What follows belongs to an exercise in optimizing a design on an open flow for small area; a production flow would make more cautious choices. The RTL was checked by simulation tests, not by an equivalence proof against the original design. Power is estimated from default activity; no workload was simulated.

## rio
module rio #(
    parameter int TIMEOUT   = 2700000,
    parameter int PULSE_LEN = 108,
    parameter int DIR_DELAY = 18,
    parameter int ACC_BITS  = 24
) (
    input  logic                sysclk,
    input  logic                arst_n,
    input  rio_pkg::reg_addr_t           awaddr,
    input  logic                awvalid,
    output logic                awready,
    input  rio_pkg::reg_word_t           wdata,
    input  logic [3:0]          wstrb,
    input  logic                wvalid,
    output logic                wready,
    output logic [1:0]          bresp,
    output logic                bvalid,
    input  logic                bready,
    input  rio_pkg::reg_addr_t           araddr,
    input  logic                arvalid,
    output logic                arready,
    output rio_pkg::reg_word_t           rdata,
    output logic [1:0]          rresp,
    output logic                rvalid,
    input  logic                rready,
    output logic [motion_pkg::NUM_AXES-1:0] step,
    output logic [motion_pkg::NUM_AXES-1:0] dir,
    output logic [motion_pkg::NUM_AXES-1:0] en,
    input  logic [motion_pkg::NUM_AXES-1:0] home,
    output logic                out_bit,
    output logic                timeout
);
For scale: ~1800 cells after synthesis, about 480 flip-flops, ~110 I/O pins, roughly 22000 µm² of cells after synthesis.
Settings: LEC_CHECK=0, CAP_MARGIN=20, CORE_MARGIN=2, CORE_UTILIZATION=60, CTS_BUF_LIST=sky130_fd_sc_hd__clkbuf_8, CTS_CLUSTER_DIAMETER=60, CTS_CLUSTER_SIZE=16, GPL_ROUTABILITY_DRIVEN=0, GPL_TIMING_DRIVEN=0, SLEW_MARGIN=20; clock period 8.0 ns.
standard.sh (not shown) runs the stock make flow with config.mk's settings and CLKGATE_MAP_FILE= SYNTH_SCRIPT=/design/flow/synth_recipe.tcl, a recipe that flattens the netlist after the stock synthesis.
==> flow/flow/run.sh <==
#!/bin/bash
# Layout flow: the standard ORFS flow (standard.sh), with
#  - the port buffers made of the smallest buffer cell,
#  - the combinational logic re-mapped for area by OpenROAD's restructure
#    after floorplanning (flops untouched), using a copy of the library
#    without the platform's don't-use cells,
#  - clock tree synthesis without dummy loads (the same options as the
#    standard flow otherwise, from config.mk),

# Each tool's output goes to a log file of its own in this folder.
set -o pipefail
W=$(pwd)
LIB=$FLOW_HOME/platforms/sky130hd/lib/sky130_fd_sc_hd__tt_025C_1v80.lib
mkdir -p $W/rmp
python3 $W/flow/filter_lib.py $LIB $W/rmp/area.lib > filter_lib.log 2>&1
cat > $W/post_floorplan.tcl <<EOT
restructure -target area -liberty_file $W/rmp/area.lib -tielo_port sky130_fd_sc_hd__conb_1/LO -tiehi_port sky130_fd_sc_hd__conb_1/HI -work_dir $W/rmp -abc_logfile $W/rmp_abc.log
EOT
export BUFFER_PORTS_ARGS="-buffer_cell sky130_fd_sc_hd__buf_1"
export POST_FLOORPLAN_TCL=$W/post_floorplan.tcl
export CTS_ARGS="-sink_clustering_enable -repair_clock_nets -sink_clustering_size 16 -sink_clustering_max_diameter 60 -buf_list sky130_fd_sc_hd__clkbuf_8 -dont_use_dummy_load"
bash standard.sh finish > standard.log 2>&1
==> flow/flow/filter_lib.py <==
# Copy a liberty file, leaving out the cells the platform marks don't-use
# (lpflow_* and probe*), so that restructure's ABC run cannot pick them.
import re, sys
src, dst = sys.argv[1], sys.argv[2]
text = open(src).read()
out = []
pos = 0
drop = re.compile(r'sky130_fd_sc_hd__(lpflow_|probe)')
n = 0
for m in re.finditer(r'\n\s*cell\s*\(\s*"?([A-Za-z0-9_]+)"?\s*\)\s*\{', text):
    if m.start() < pos:
        continue
    name = m.group(1)
    # find the end of this cell block by brace matching
    i = m.end(); depth = 1
    while depth:
        c = text[i]
        if c == '{': depth += 1
        elif c == '}': depth -= 1
        i += 1
    if drop.match(name):
        out.append(text[pos:m.start()])
        pos = i
        n += 1
out.append(text[pos:])
open(dst, 'w').write(''.join(out))
print("dropped", n, "cells")
Rerun with:
--- a/flow/config.mk
+++ b/flow/config.mk
@@ -12,5 +12,3 @@
 export CTS_CLUSTER_DIAMETER = 60
 export CTS_CLUSTER_SIZE = 16
-export GPL_ROUTABILITY_DRIVEN = 0
-export GPL_TIMING_DRIVEN = 0
 export SLEW_MARGIN = 20
What happened: The new run finished with timing, DRC and antenna clean; flip-flop and latch count does not change; setup slack is better by 0.080 ns; utilization decreases by 0.94 points; clock power is about the same; routed wire length decreases by 2.2%; final cell count decreases by 0.45%; sequential share of layout area increases by 0.81 points; cell area decreases by 1.4%; worst hold slack is worse by 0.0052 ns; fmax increases by 1.1%; clock-buffer cell count decreases by 2.
Rerun with:
--- a/flow/flow/run.sh
+++ b/flow/flow/run.sh
@@ -19,4 +19,4 @@
 export BUFFER_PORTS_ARGS="-buffer_cell sky130_fd_sc_hd__buf_1"
 export POST_FLOORPLAN_TCL=$W/post_floorplan.tcl
-export CTS_ARGS="-sink_clustering_enable -repair_clock_nets -sink_clustering_size 16 -sink_clustering_max_diameter 60 -buf_list sky130_fd_sc_hd__clkbuf_8 -dont_use_dummy_load"
+export CTS_ARGS="-sink_clustering_enable -repair_clock_nets -sink_clustering_size 10 -sink_clustering_max_diameter 35 -buf_list sky130_fd_sc_hd__clkbuf_4 -dont_use_dummy_load"
 bash standard.sh finish > standard.log 2>&1
--- a/flow/config.mk
+++ b/flow/config.mk
@@ -9,6 +9,6 @@
 export CORE_MARGIN = 2
 export CORE_UTILIZATION = 60
-export CTS_BUF_LIST = sky130_fd_sc_hd__clkbuf_8
-export CTS_CLUSTER_DIAMETER = 60
-export CTS_CLUSTER_SIZE = 16
+export CTS_BUF_LIST = sky130_fd_sc_hd__clkbuf_4
+export CTS_CLUSTER_DIAMETER = 35
+export CTS_CLUSTER_SIZE = 10
 export SLEW_MARGIN = 20
Result: Sequential share of layout area falls by 0.16 points. Final cell count went up by 1.6%. Synthesized area is unchanged. Global-route usage is higher by 0.29 points. Critical path depth rises by 2. First-iteration DRC count goes down by 9.7%. Final area hardly moves. Total power rose by 1.4%. Worst hold slack barely changes. Routed wire length grows by 1.0%.
Rerun with:
--- a/flow/flow/run.sh
+++ b/flow/flow/run.sh
@@ -19,4 +19,4 @@
 export BUFFER_PORTS_ARGS="-buffer_cell sky130_fd_sc_hd__buf_1"
 export POST_FLOORPLAN_TCL=$W/post_floorplan.tcl
-export CTS_ARGS="-sink_clustering_enable -repair_clock_nets -sink_clustering_size 10 -sink_clustering_max_diameter 35 -buf_list sky130_fd_sc_hd__clkbuf_4 -dont_use_dummy_load"
+export CTS_ARGS="-sink_clustering_enable -repair_clock_nets -sink_clustering_size 16 -sink_clustering_max_diameter 60 -buf_list sky130_fd_sc_hd__clkbuf_8 -dont_use_dummy_load"
 bash standard.sh finish > standard.log 2>&1
--- a/flow/config.mk
+++ b/flow/config.mk
@@ -8,7 +8,7 @@
 export CAP_MARGIN = 20
 export CORE_MARGIN = 2
-export CORE_UTILIZATION = 60
-export CTS_BUF_LIST = sky130_fd_sc_hd__clkbuf_4
-export CTS_CLUSTER_DIAMETER = 35
-export CTS_CLUSTER_SIZE = 10
+export CORE_UTILIZATION = 75
+export CTS_BUF_LIST = sky130_fd_sc_hd__clkbuf_8
+export CTS_CLUSTER_DIAMETER = 60
+export CTS_CLUSTER_SIZE = 16
 export SLEW_MARGIN = 20
Result:
- via count goes up by 1.5%
- total power drops by 2.1%
- area after synthesis is unchanged
- register-to-register slack loses 0.17 ns
- worst setup slack is worse by 0.17 ns
- wire length shrinks by 2.0%
- first-iteration DRC count goes up by 20%
- design area drops by 0.71%
- count of clock-buffer cells in the layout falls by 40

Another version of the RTL of rio (not shown whole).
For scale: ~110 I/O pins, about 22000 µm² of cells after synthesis.
clock: 8.0 ns
lec_check: 0
abc_clock_period_in_ps: 20000
cap_margin: 20
core_margin: 2
core_utilization: 60
cts_buf_list: sky130_fd_sc_hd__clkbuf_8
cts_cluster_diameter: 60
cts_cluster_size: 16
slew_margin: 20
==> flow/flow/run.sh <==
#!/bin/bash
# Layout flow: the standard ORFS flow (standard.sh), with
#  - the port buffers made of the smallest buffer cell,
#  - the combinational logic re-mapped for area by OpenROAD's restructure
#    after floorplanning (flops untouched), using a copy of the library
#    without the platform's don't-use cells,
#  - clock tree synthesis without dummy loads (the same options as the
#    standard flow otherwise, from config.mk),

# Each tool's output goes to a log file of its own in this folder.
set -o pipefail
W=$(pwd)
LIB=$FLOW_HOME/platforms/sky130hd/lib/sky130_fd_sc_hd__tt_025C_1v80.lib
mkdir -p $W/rmp
python3 $W/flow/filter_lib.py $LIB $W/rmp/area.lib > filter_lib.log 2>&1
cat > $W/post_floorplan.tcl <<EOT
restructure -target area -liberty_file $W/rmp/area.lib -tielo_port sky130_fd_sc_hd__conb_1/LO -tiehi_port sky130_fd_sc_hd__conb_1/HI -work_dir $W/rmp -abc_logfile $W/rmp_abc.log
EOT
export BUFFER_PORTS_ARGS="-buffer_cell sky130_fd_sc_hd__buf_1"
export POST_FLOORPLAN_TCL=$W/post_floorplan.tcl
export CTS_ARGS="-sink_clustering_enable -repair_clock_nets -sink_clustering_size 16 -sink_clustering_max_diameter 60 -buf_list sky130_fd_sc_hd__clkbuf_8 -dont_use_dummy_load"
bash standard.sh finish > standard.log 2>&1
Scripts as last shown in full above: flow/flow/filter_lib.py
The starting point went through all stages and came out clean.
==> next run, changes <==
--- a/flow/flow/run.sh
+++ b/flow/flow/run.sh
@@ -20,3 +20,3 @@
 export POST_FLOORPLAN_TCL=$W/post_floorplan.tcl
-export CTS_ARGS="-sink_clustering_enable -repair_clock_nets -sink_clustering_size 16 -sink_clustering_max_diameter 60 -buf_list sky130_fd_sc_hd__clkbuf_8 -dont_use_dummy_load"
+export CTS_ARGS="-sink_clustering_enable -repair_clock_nets -sink_clustering_size 16 -sink_clustering_max_diameter 60 -buf_list {sky130_fd_sc_hd__clkbuf_4 sky130_fd_sc_hd__clkbuf_8} -dont_use_dummy_load"
 bash standard.sh finish > standard.log 2>&1
--- a/flow/config.mk
+++ b/flow/config.mk
@@ -7,3 +7,2 @@
 export LEC_CHECK = 0
-export ABC_CLOCK_PERIOD_IN_PS = 20000
 export CAP_MARGIN = 20
@@ -11,3 +10,3 @@
 export CORE_UTILIZATION = 60
-export CTS_BUF_LIST = sky130_fd_sc_hd__clkbuf_8
+export CTS_BUF_LIST = sky130_fd_sc_hd__clkbuf_4 sky130_fd_sc_hd__clkbuf_8
 export CTS_CLUSTER_DIAMETER = 60
Effect: Setup slack is unchanged; clock-buffer cell count stays the same; worst hold slack stays the same; clock skew is unchanged; cell count stays the same; power does not change; synthesized area stays the same; routed wire length does not change; non-clock buffer count stays the same.
==> next run, changes <==
--- a/flow/flow/run.sh
+++ b/flow/flow/run.sh
@@ -20,3 +20,3 @@
 export POST_FLOORPLAN_TCL=$W/post_floorplan.tcl
-export CTS_ARGS="-sink_clustering_enable -repair_clock_nets -sink_clustering_size 16 -sink_clustering_max_diameter 60 -buf_list {sky130_fd_sc_hd__clkbuf_4 sky130_fd_sc_hd__clkbuf_8} -dont_use_dummy_load"
+export CTS_ARGS="-sink_clustering_enable -repair_clock_nets -sink_clustering_size 16 -sink_clustering_max_diameter 60 -buf_list sky130_fd_sc_hd__clkbuf_8 -dont_use_dummy_load"
 bash standard.sh finish > standard.log 2>&1
--- a/flow/config.mk
+++ b/flow/config.mk
@@ -7,2 +7,3 @@
 export LEC_CHECK = 0
+export ABC_AREA = 1
 export CAP_MARGIN = 20
@@ -10,3 +11,3 @@
 export CORE_UTILIZATION = 60
-export CTS_BUF_LIST = sky130_fd_sc_hd__clkbuf_4 sky130_fd_sc_hd__clkbuf_8
+export CTS_BUF_LIST = sky130_fd_sc_hd__clkbuf_8
 export CTS_CLUSTER_DIAMETER = 60
- The changed run completed and failed the layout checks on setup timing
- worst setup slack degrades by 1.6 ns
- design area went up by about 24%
- cell count grows by about 20%
- sequential share of layout area fell by 11 points
- sequential power is about the same
- routed wire length rises by 28%
- combinational power decreases by about 10%
- register-to-register slack degrades by 1.6 ns
- clock power barely changes
==> next run, changes <==
--- a/flow/config.mk
+++ b/flow/config.mk
@@ -7,3 +7,2 @@
 export LEC_CHECK = 0
-export ABC_AREA = 1
 export CAP_MARGIN = 20
What happened: This time the run completed without violations. Clock skew came out lower by 0.012 ns. Die area stays flat. Non-clock buffer count came out lower by 509. Core utilization shrinks by 15 points. Worst setup slack improves by 1.6 ns. First-iteration DRC count fell by 16%. Combinational power goes up by about 10%. Cell area decreases by 19%. Synthesized cell count drops by 11%. Final cell count fell by 17%.

static timing again, ports no longer ideal:
No port has a modelled driver above. Below, the same layouts with a new extraction and two added sets of constraints. Step 1, drivers: a clkbuf_16 drives sysclk and a buf_2 each remaining input, both assumed. Step 2 moves the port delays by t, midway between the first and last clock arrival at a register: inputs arrive t later, outputs are due t later. That takes back most of the time a late clock gives input paths. Three values: no drivers, after step 1, after step 2; two values: the first two.
| run | t, ns | setup WS [ns] | worst hold slack (ns) |
|---|---|---|---|
| the first run of note 1 | 0.641 | 0.715 / 0.715 / 0.715 | 0.357 / 0.357 / 0.357 |
| the second run of note 1 | 0.631 | 0.796 / 0.796 / 0.796 | 0.352 / 0.352 / 0.352 |
| the third run of note 1 | 0.784 | 0.849 / 0.849 / 0.849 | 0.355 / 0.355 / 0.355 |
| the fourth run of note 1 | 0.597 | 0.676 / 0.676 / 0.676 | 0.355 / 0.355 / 0.355 |
| the first run of note 2 | 0.641 | 0.717 / 0.717 / 0.717 | 0.352 / 0.352 / 0.352 |
| the second run of note 2 | 0.641 | 0.717 / 0.717 / 0.717 | 0.352 / 0.352 / 0.352 |
| the third run of note 2 | 0.632 | -0.858 / -0.858 / -0.858 | 0.354 / 0.354 / 0.354 |
| the fourth run of note 2 | 0.641 | 0.717 / 0.717 / 0.717 | 0.352 / 0.352 / 0.352 |
